What follows belongs to an exercise in optimizing a design on an open flow for small area, a short achievable clock period and few clock cycles per item; a production flow would make more cautious choices. Function was checked by simulation only, so behaviour that the tests miss may differ from the original. No activity file was given, so power comes from the tool's default toggle rates.

==> flow/design.v, too long to show whole: its modules and the start of the top module <==
// module fullAdd: 10 lines
// module ppNor: 7 lines
// module halfAdd: 9 lines
// module aluTop: 2575 lines
module aluTop (
	input  logic        clk,
	input  logic        rstN,
	input  logic        start,
	input  logic [15:0] a,
	input  logic [15:0] b,
	input  logic [3:0]  op,
	output logic        done,
	output logic [31:0] result,
	output logic [1:0]  error
);
  // ...
==> flow/flow/run.sh <==
#!/bin/bash
# Standard ORFS layout with two changes to how it is made (the clock period and
# the constraints are unchanged):
#  - the resizer's setup repair aims for a margin below the clock period;
#  - clock tree synthesis clusters more sinks per buffer and adds no dummy loads.
set -euo pipefail
export SETUP_SLACK_MARGIN=21.5
export CTS_ARGS="-sink_clustering_enable -repair_clock_nets -sink_clustering_size 30 -sink_clustering_max_diameter 80 -dont_use_dummy_load"
bash standard.sh > standard_flow.log 2>&1
==> flow/standard.sh <==
#!/bin/bash
# synth_recipe.tcl (not shown) runs the flow's synth.tcl, then flattens the netlist and writes it again
# the make line also repeats each setting of config.mk as NAME=value (left out here)
make -C /OpenROAD-flow-scripts/flow DESIGN_CONFIG=/design/flow/config.mk WORK_HOME=/design/flow/orfs CLKGATE_MAP_FILE= SYNTH_SCRIPT=/design/flow/synth_recipe.tcl "${@:-finish}"
==> flow/config.mk <==
export PLATFORM = sky130hd
export DESIGN_NAME = aluTop
export DESIGN_NICKNAME = aluTop
export VERILOG_FILES = /design/flow/design.v
export SDC_FILE = /design/flow/constraint.sdc
export NUM_CORES = 4
export LEC_CHECK = 0
export CAP_MARGIN = 20
export CORE_MARGIN = 2
export CORE_UTILIZATION = 40
export CTS_CLUSTER_DIAMETER = 80
export CTS_CLUSTER_SIZE = 30
export SLEW_MARGIN = 20
export SYNTH_HIERARCHICAL = 1
export SYNTH_MINIMUM_KEEP_SIZE = 0
==> flow/constraint.sdc <==
create_clock -name core_clock -period 28.0 [get_ports {clk}]
set_input_delay 5.6000 -clock core_clock [delete_from_list [all_inputs] [get_ports {clk}]]
set_output_delay 5.6000 -clock core_clock [all_outputs]
set_load 0.01 [all_outputs]
==> flow_summary.json, run 1 <==
{
  "cp-endpoint": "result[6]",
  "seq_area_frac": 0.261,
  "criticalPathCategory": "flip-flop to output pin",
  "status": "timing/DRC/antenna clean",
  "vias": 14700,
  "crit_arrival_ns": 1.00,
  "n_all_inverters": 158,
  "worst_setup_path_end_kind": "output pin",
  "io_pins": 74,
  "fin_cells": 2794,
  "clock_latency_ns": 0.58,
  "power_frac_seq": 0.265,
  "final_cell_mix": "nor2_1, dfxtp_1, fa_1",
  "ant_nets": 0,
  "period_share": 0.236,
  "largest_reg_flops": 32,
  "synthAdderAreaFrac": 0.358,
  "finalSetupViolCount": 0,
  "hold_violations": 0,
  "nets": 2590,
  "use_met2": 0.347,
  "worstHoldStart": "aQ[9]",
  "grt_pass1_wl_mm": 82.7,
  "dr_wl_met3_mm": 2.78,
  "std_cell_rows": 83,
  "fin_ws_ns": 21.40,
  "critPathSlowestCell": "dfxtp_1",
  "start_util": 0.403,
  "powerSeq_w": 0.000483,
  "p_sw_frac": 0.419,
  "dpl_worst_slack_ns": 21.57
}
Testbench counts, summed over its fixed seeds: cycles 8,048, items 8,000.
==> run 2, diff against run 1 <==
==> flow/flow/run.sh (replaced) <==
#!/bin/bash
# Standard ORFS layout with these changes to how it is made (the clock period and
# the constraints are unchanged):
#  - the resizer's setup repair aims for a margin below the clock period;
#  - clock tree synthesis clusters more sinks per buffer and adds no dummy loads;
#  - the port buffers start as buf_2 (the resizer may still size them).
set -euo pipefail
export SETUP_SLACK_MARGIN=21.5
export CTS_ARGS="-sink_clustering_enable -repair_clock_nets -sink_clustering_size 30 -sink_clustering_max_diameter 80 -dont_use_dummy_load"
export BUFFER_PORTS_ARGS="-buffer_cell sky130_fd_sc_hd__buf_2"
bash standard.sh > standard_flow.log 2>&1
--- a/flow/config.mk
+++ b/flow/config.mk
@@ -9,5 +9,3 @@
 export CORE_MARGIN = 2
-export CORE_UTILIZATION = 40
-export CTS_CLUSTER_DIAMETER = 80
-export CTS_CLUSTER_SIZE = 30
+export CORE_UTILIZATION = 65
 export SLEW_MARGIN = 20
==> flow_summary.json, run 2 <==
{
  "slew_headroom": 0.251,
  "synth_edf_count": 0,
  "synthDistinctLibCells": 72,
  "crit_arrival_ns": 0.96,
  "hold_violations": 0,
  "finalWorstPathRequiredPeriod_ns": 6.56,
  "p_total_w": 0.00179,
  "syn_avg_cell_area_um2": 10.3,
  "critical_path_depth": 1,
  "critPathSlowestCell": "dfxtp_2",
  "drtIter0Drc": 1035,
  "clock_latency_ns": 0.53,
  "final_area_um2": 22400,
  "routedWlPerCell_um": 19.6,
  "h-tree-depth": 1,
  "yosysSeqAreaShare": 0.292,
  "grt-ovfl-total": 0,
  "portBuffers": 73,
  "max_freq_ghz": 0.152,
  "yosysMostFrequentCell": "nor2_1",
  "drc": 0,
  "yosys.area.top_type": "dfxtp_1",
  "worst_setup_path_end_kind": "output pin",
  "fin_tns_setup_ns": 0,
  "dieHeight_um": 182,
  "start_util": 0.656,
  "max_stage_delay_ns": 0.33,
  "area_growth_pct": 9.11,
  "maxCapViolations": 0,
  "dr.pass1.iters": 5,
  "io_pins": 74,
  "hp-class": "flip-flop to flip-flop",
  "die_w_um": 182,
  "period_share": 0.234,
  "clk_pin_slew_ns": 0.10,
  "yosys_warnings": 7,
  "synthCells": 1992,
  "drt-total-wl_mm": 49.5,
  "nets": 2597,
  "whs_ns": 0.308,
  "top_register": "result",
  "finalSetupViolCount": 0,
  "skew_ns": 0.0606,
  "cp_cell_sequence": "buf_6",
  "dp_hpwl_mm": 38.4,
  "synthTopCellsByArea": "dfxtp_1, fa_1, ha_1, nor2_1, mux2_2",
  "drive_above_1_share": 0.125,
  "grt_util_all_layers": 0.309,
  "die_area_um2": 33000,
  "ant_nets": 0,
  "yosys-top-cells-count": "nor2_1, dfxtp_1, fa_1",
  "synthArstFlopShare": 0,
  "cts_made_buffers": 19,
  "final_common_cell": "nor2_1",
  "status": "timing/DRC/antenna clean",
  "grt_start_max_net_pins": 31,
  "cellPowerDensity_nw_per_um2": 80.1,
  "antenna_found_initial": 0,
  "globalplace.congestion": 0.950,
  "slew_violations": 0,
  "diodes": 0,
  "cts.path.max_buffers": 3,
  "synth_flop_cell": "dfxtp_1",
  "worst_setup_path_start_kind": "flip-flop",
  "cp_top_family": "flip-flops",
  "criticalPathCategory": "flip-flop to output pin",
  "postCtsHoldBufs": 0,
  "std_cell_rows": 65,
  "worst_pin_slew_ns": 1.11,
  "worstRegToRegCells": 17,
  "synth_fp_nets": 2466,
  "synth_seq_cells": 299,
  "vias_per_cell": 5.90,
  "grt_pass1_wl_mm": 80.0,
  "fill_cells": 2344,
  "mappedNetlistArea_um2": 20500,
  "root_buffer": "clkbuf_16",
  "place_area_um2": 21300,
  "core_area_um2": 31300,
  "hold_path_depth": 0,
  "cts_tree": "done",
  "clock-sinks": 299,
  "crit_fanout": 1,
  "vias": 14900,
  "irDropWorstVdd_mv": 0.0749,
  "largest_reg_flops": 32,
  "path_buf_inv": 1,
  "final_cell_mix": "nor2_1, dfxtp_1, fa_1",
  "p_leak_nw": 10.4,
  "grt_pass1_vias": 15600,
  "synth_top_area_share": 0.292,
  "required_ns": 22.40,
  "rsz0062_at_grt": "yes"
}
-- run 2: cell counts after synthesis --
No cell type changed its count.
-- run 2: final cells by class --
type / count / area, um2 / area share
inverters: 157 / 642 / 0.0287
repair inverters: 1 / 5.00 / 0.000223
clock buffers: 19 / 475 / 0.0212
multi-input cells: 1514 / 13900 / 0.621
repair buffers: 131 / 870 / 0.0388
flip-flops and latches: 299 / 6000 / 0.268
well taps: 402 / 503 / 0.0225
-- run 2: path summary, 6_finish.rpt --
path,start,to,slack [ns]
max reg2reg,b5[1],result[4],21.78
min reg2reg,q2[8],q3[5],0.31
min,q2[8],q3[5],0.31
max,done,done,21.44
-- run 2: repair_timing --
item / in CTS / in global routing
gates cloned: 0 / 2
setup buffers: 0 / 54
resized for setup: 3 / 45
pin swaps: 0 / 2
endpoints found under the setup margin: 36 / 61
-- run 2: per-module statistics from Yosys (local to each module, per instance) --
module | area [um2] | times used | cells
fullAdd | 20.0 | 195 | 1
ppNor | 3.75 | 256 | 1
aluTop | 15500 | 1 | 1526
halfAdd | 12.5 | 15 | 1
-- run 2: logic make-up (layout without fill, tap and decap cells) --
kind of cell	Yosys count	after routing	synth area share
AO/OA/AOI/OAI	318	319	0.104
XOR/XNOR	109	109	0.0465
adder cells (fa/ha/maj)	435	435	0.358
buffers and inverters	180	308	0.0339
flip-flops	299	299	0.292
multiplexers	94	94	0.0498
AND/OR/NAND/NOR	557	557	0.117
-- run 2: where the power goes --
part | internal, W | switching, W | total (W)
clock network | 0.000120 | 0.000133 | 0.000254
registers | 0.000462 | 0.0000222 | 0.000484
logic | 0.000454 | 0.000601 | 0.00105
-- run 2: through the flow --
step	setup slack [ns]	utilization	cells
global route	21.41	0.715	2523
floorplan	22.07	-	1992
finish	21.44	0.715	2523
detailed placement	21.56	0.681	2447
global placement	21.68	0.681	2447
CTS	21.41	0.696	2466
-- run 2: routing by layer --
metal	vias up	global-route usage	part of all wire
li1	6936	-	-
met1	7254	0.366	0.39
met2	572	0.554	0.50
met3	136	0.0457	0.063
met4	0	0.146	0.052
met5	-	0	0

[static timing again, ports no longer ideal]
The flow's constraints put no driver on any port. The routed layouts listed below were extracted and timed again, unchanged, in two steps. Step 1, drivers: a clkbuf_16 drives clk and a buf_2 each remaining input, both assumed. Step 2 times the ports against the registers' clock, not the clock port: input delays grow and output delays shrink by t, the midpoint of the rising clock arrivals with the driver on. a / b / c = ideal ports / drivers / drivers and shift; a / b = the first two.
| run | shift t [ns] | slack for setup (ns) | hold slack, ns | latest minus earliest clock arrival (ns) | worst register clock-pin slew, ns |
|---|---|---|---|---|---|
| run 1 | 0.595 | 21.401 / 21.350 / 21.610 | 0.308 / 0.308 / 0.308 | 0.075 / 0.075 | 0.10 / 0.10 |
| run 2 | 0.555 | 21.439 / 21.388 / 21.779 | 0.308 / 0.308 / 0.308 | 0.062 / 0.062 | 0.10 / 0.10 |
After both steps every run listed still meets setup and hold.
